What follows belongs to an exercise in optimizing a design on an open flow for small area; a production flow would make more cautious choices. Function was checked by simulation only, so behaviour that the tests miss may differ from the original. No activity file was given, so power comes from the tool's default toggle rates. The flow treats the clock pin as an ideal source, which a real chip does not have.

==> flow/design.v (excerpt) <==
module iperf_stats_top (
  input  wire logic                                          ap_clk,
  input  wire logic                                          ap_rst_n,
  input  wire logic                                          ap_start,
  input  wire logic [iperf_stats_pkg::CYCLE_CNT_WIDTH-1:0]   time_in_cycles,
  input  wire logic                                          stat_load,
  input  wire logic [iperf_stats_pkg::CYCLE_CNT_WIDTH-1:0]   stat_load_value,
  input  wire logic                                          rx_data_valid,
  input  wire logic                                          rx_data_ready,
  input  wire logic [iperf_stats_pkg::KEEP_WIDTH-1:0]        rx_data_keep,
  input  wire logic                                          rx_data_last,
  input  wire logic                                          tx_data_valid,
  input  wire logic                                          tx_data_ready,
  input  wire logic [iperf_stats_pkg::KEEP_WIDTH-1:0]        tx_data_keep,
  input  wire logic                                          tx_data_last,
  input  wire logic                                          tx_meta_valid,
  input  wire logic                                          tx_meta_ready,
  input  wire logic                                          tx_status_valid,
  input  wire logic                                          tx_status_ready,
  input  wire logic [iperf_stats_pkg::TX_STATUS_WIDTH-1:0]   tx_status_data,
  input  wire logic                                          open_status_valid,
  input  wire logic                                          open_status_ready,
  input  wire logic [iperf_stats_pkg::OPEN_STATUS_WIDTH-1:0] open_status_data,
  input  wire logic                                          read_pkg_valid,
  input  wire logic                                          read_pkg_ready,
  input  wire logic [iperf_stats_pkg::READ_PKG_WIDTH-1:0]    read_pkg_data,
  output logic                                               running,
  output logic                                               ap_done,
  output logic                                               ap_idle,
  output logic [iperf_stats_pkg::CYCLE_CNT_WIDTH-1:0]        exec_cycles,
  output logic [iperf_stats_pkg::BYTE_CNT_WIDTH-1:0]         rx_bytes,
  output logic [iperf_stats_pkg::BYTE_CNT_WIDTH-1:0]         tx_bytes,
  output logic [iperf_stats_pkg::EVENT_CNT_WIDTH-1:0]        rx_pkts,
  output logic [iperf_stats_pkg::EVENT_CNT_WIDTH-1:0]        tx_pkts,
  output logic [iperf_stats_pkg::EVENT_CNT_WIDTH-1:0]        tx_cmds,
  output logic [iperf_stats_pkg::EVENT_CNT_WIDTH-1:0]        tx_stss,
  output logic [iperf_stats_pkg::EVENT_CNT_WIDTH-1:0]        tx_stss_good,
  output logic [iperf_stats_pkg::EVENT_CNT_WIDTH-1:0]        open_stss,
  output logic [iperf_stats_pkg::EVENT_CNT_WIDTH-1:0]        open_oks,
  output logic [iperf_stats_pkg::BYTE_CNT_WIDTH-1:0]         rd_req_total
);
Size: roughly 2300 cells after synthesis.
==> flow/config.mk <==
export PLATFORM = sky130hd
export DESIGN_NAME = iperf_stats_top
export DESIGN_NICKNAME = iperf_stats_top
export VERILOG_FILES = /design/flow/design.v
export SDC_FILE = /design/flow/constraint.sdc
export NUM_CORES = 4
export LEC_CHECK = 0
export CAP_MARGIN = 20
export CORE_AREA = 4 4 202 202
export DIE_AREA = 0 0 206 206
export PLACE_DENSITY = 0.45
export SLEW_MARGIN = 20
==> flow/constraint.sdc <==
create_clock -name core_clock -period 4.0 [get_ports {ap_clk}]
set_input_delay 0.8000 -clock core_clock [delete_from_list [all_inputs] [get_ports {ap_clk}]]
set_output_delay 0.8000 -clock core_clock [all_outputs]
set_load 0.01 [all_outputs]
standard.sh (not shown) runs the stock make flow with config.mk's settings and CLKGATE_MAP_FILE= SYNTH_SCRIPT=/design/flow/synth_recipe.tcl, a recipe that flattens the netlist after the stock synthesis.
==> flow/flow/run.sh <==
#!/bin/bash
# The standard layout with these changes:
#  - synthesis maps the logic with an area-oriented ABC script (flow/abc_area.script) and
#    leaves adders to ABC instead of first mapping them to the library's adder cells;
#    everything else in synthesis, including the registers, is the standard flow's own script
#  - the port buffers use the smallest buffer cell
#  - clock tree synthesis adds no dummy loads
set -euo pipefail
here=$(pwd)
export AREA_ABC_SCRIPT=$here/flow/abc_area.script
export FLOW_SYNTH_TCL=$here/synth_recipe.tcl
export BUFFER_PORTS_ARGS="-buffer_cell sky130_fd_sc_hd__buf_1"
export CTS_ARGS="-sink_clustering_enable -repair_clock_nets -sink_clustering_size 30 -sink_clustering_max_diameter 100 -buf_list sky130_fd_sc_hd__clkbuf_16 -dont_use_dummy_load"
sed "s#SYNTH_SCRIPT=[^ ]*#SYNTH_SCRIPT=$here/flow/synth_area.tcl ADDER_MAP_FILE=#" standard.sh > standard_area.sh
grep -q "SYNTH_SCRIPT=$here/flow/synth_area.tcl" standard_area.sh
bash standard_area.sh > standard_make.log 2>&1
==> flow/flow/abc_area.script <==
strash
&get -n
&st
&dch
&nf -R 1000
&st
&dch
&nf -R 1000
&put
topo
stime -c
==> flow/flow/synth_area.tcl <==
# The standard flow's synthesis (synth_recipe.tcl in the work folder), with an area-oriented ABC script
proc abc {args} {
  set i [lsearch -exact $args -script]
  if { $i >= 0 } {
    lset args [expr { $i + 1 }] $::env(AREA_ABC_SCRIPT)
  }
  yosys abc {*}$args
}
source $::env(FLOW_SYNTH_TCL)
Then changed:
--- a/flow/flow/run.sh
+++ b/flow/flow/run.sh
@@ -2 +2 @@
-# The standard layout with these changes:
+# The standard layout with two changes:
@@ -7 +6,0 @@
-#  - clock tree synthesis adds no dummy loads
@@ -13 +11,0 @@
-export CTS_ARGS="-sink_clustering_enable -repair_clock_nets -sink_clustering_size 30 -sink_clustering_max_diameter 100 -buf_list sky130_fd_sc_hd__clkbuf_16 -dont_use_dummy_load"
==> flow/flow/abc_area.script (replaced) <==
strash
&get -n
&nf -a -R 1000
&put
topo
stime -c
--- a/flow/config.mk
+++ b/flow/config.mk
@@ -9,0 +10,3 @@
+export CTS_BUF_LIST = sky130_fd_sc_hd__clkbuf_16
+export CTS_CLUSTER_DIAMETER = 80
+export CTS_CLUSTER_SIZE = 25
@@ -11 +13,0 @@
-export PLACE_DENSITY = 0.45
Result: The new run went through all stages and came out clean. Setup slack gets better by 560 ps. Via count decreases by 3.7%. Fmax increases by 18%.
Then changed:
--- a/flow/flow/run.sh
+++ b/flow/flow/run.sh
@@ -2 +2 @@
-# The standard layout with two changes:
+# The standard layout with these changes:
@@ -6,0 +7 @@
+#  - clock tree synthesis adds no dummy loads
@@ -11,0 +13 @@
+export CTS_ARGS="-sink_clustering_enable -repair_clock_nets -sink_clustering_size 30 -sink_clustering_max_diameter 100 -buf_list sky130_fd_sc_hd__clkbuf_16 -dont_use_dummy_load"
==> flow/flow/abc_area.script (replaced) <==
strash
&get -n
&st
&dch
&nf -R 1000
&st
&dch
&nf -R 1000
&put
topo
stime -c
--- a/flow/config.mk
+++ b/flow/config.mk
@@ -10,3 +9,0 @@
-export CTS_BUF_LIST = sky130_fd_sc_hd__clkbuf_16
-export CTS_CLUSTER_DIAMETER = 80
-export CTS_CLUSTER_SIZE = 25
@@ -13,0 +11 @@
+export PLACE_DENSITY = 0.75
Combinational power is about the same.
Wire length rose by 3.1%.
Non-clock buffer count rose by 34.
Synthesized cell count is about the same.
Final area fell by 4.2%.
Power fell by 9.5%.
Critical path depth rose by 4.
Setup slack loses 640 ps.
First-iteration DRC count rose by 43%.
Final cell count hardly moves.
Via count rose by 5.8%.
Then changed:
--- a/flow/flow/run.sh
+++ b/flow/flow/run.sh
@@ -2 +2 @@
-# The standard layout with these changes:
+# The standard layout with two changes:
@@ -7 +6,0 @@
-#  - clock tree synthesis adds no dummy loads
@@ -13 +11,0 @@
-export CTS_ARGS="-sink_clustering_enable -repair_clock_nets -sink_clustering_size 30 -sink_clustering_max_diameter 100 -buf_list sky130_fd_sc_hd__clkbuf_16 -dont_use_dummy_load"
==> flow/flow/abc_area.script (replaced) <==
strash
&get -n
&st
&dch
&nf -R 1000
&put
topo
stime -c
--- a/flow/config.mk
+++ b/flow/config.mk
@@ -9,0 +10,3 @@
+export CTS_BUF_LIST = sky130_fd_sc_hd__clkbuf_16
+export CTS_CLUSTER_DIAMETER = 80
+export CTS_CLUSTER_SIZE = 25
@@ -11 +14 @@
-export PLACE_DENSITY = 0.75
+export GPL_TIMING_DRIVEN = 0
=> Combinational power barely changes. Flip-flop and latch count is unchanged. Via count goes down by 3.3%. Critical path depth drops by 4. Clock skew goes down by 25 ps. Die area stays the same. Clock-buffer cell count is higher by 8.

port drivers added, routing unchanged:
The flow's constraints put no driver on any port. The routed layouts listed below were extracted and timed again, unchanged, in two steps.
Step 1, drivers: a clkbuf_16 drives ap_clk and a buf_2 each remaining input, both assumed.
Step 2 times the ports against the registers' clock, not the clock port: input delays grow and output delays shrink by t, the midpoint of the rising clock arrivals with the driver on.
Three values: ideal ports, drivers, drivers and shift; two values: the first two.
run	t (ns)	slack for setup (ns)	clock arrival spread, ns
the first run	0.606	0.329 / 0.329 / 0.329	0.036 / 0.036
the second run	0.659	0.888 / 0.888 / 0.888	0.025 / 0.025
the third run	0.615	0.246 / 0.246 / 0.246	0.049 / 0.049
the fourth run	0.653	0.280 / 0.280 / 0.280	0.022 / 0.023
After both steps every run listed still meets setup and hold.
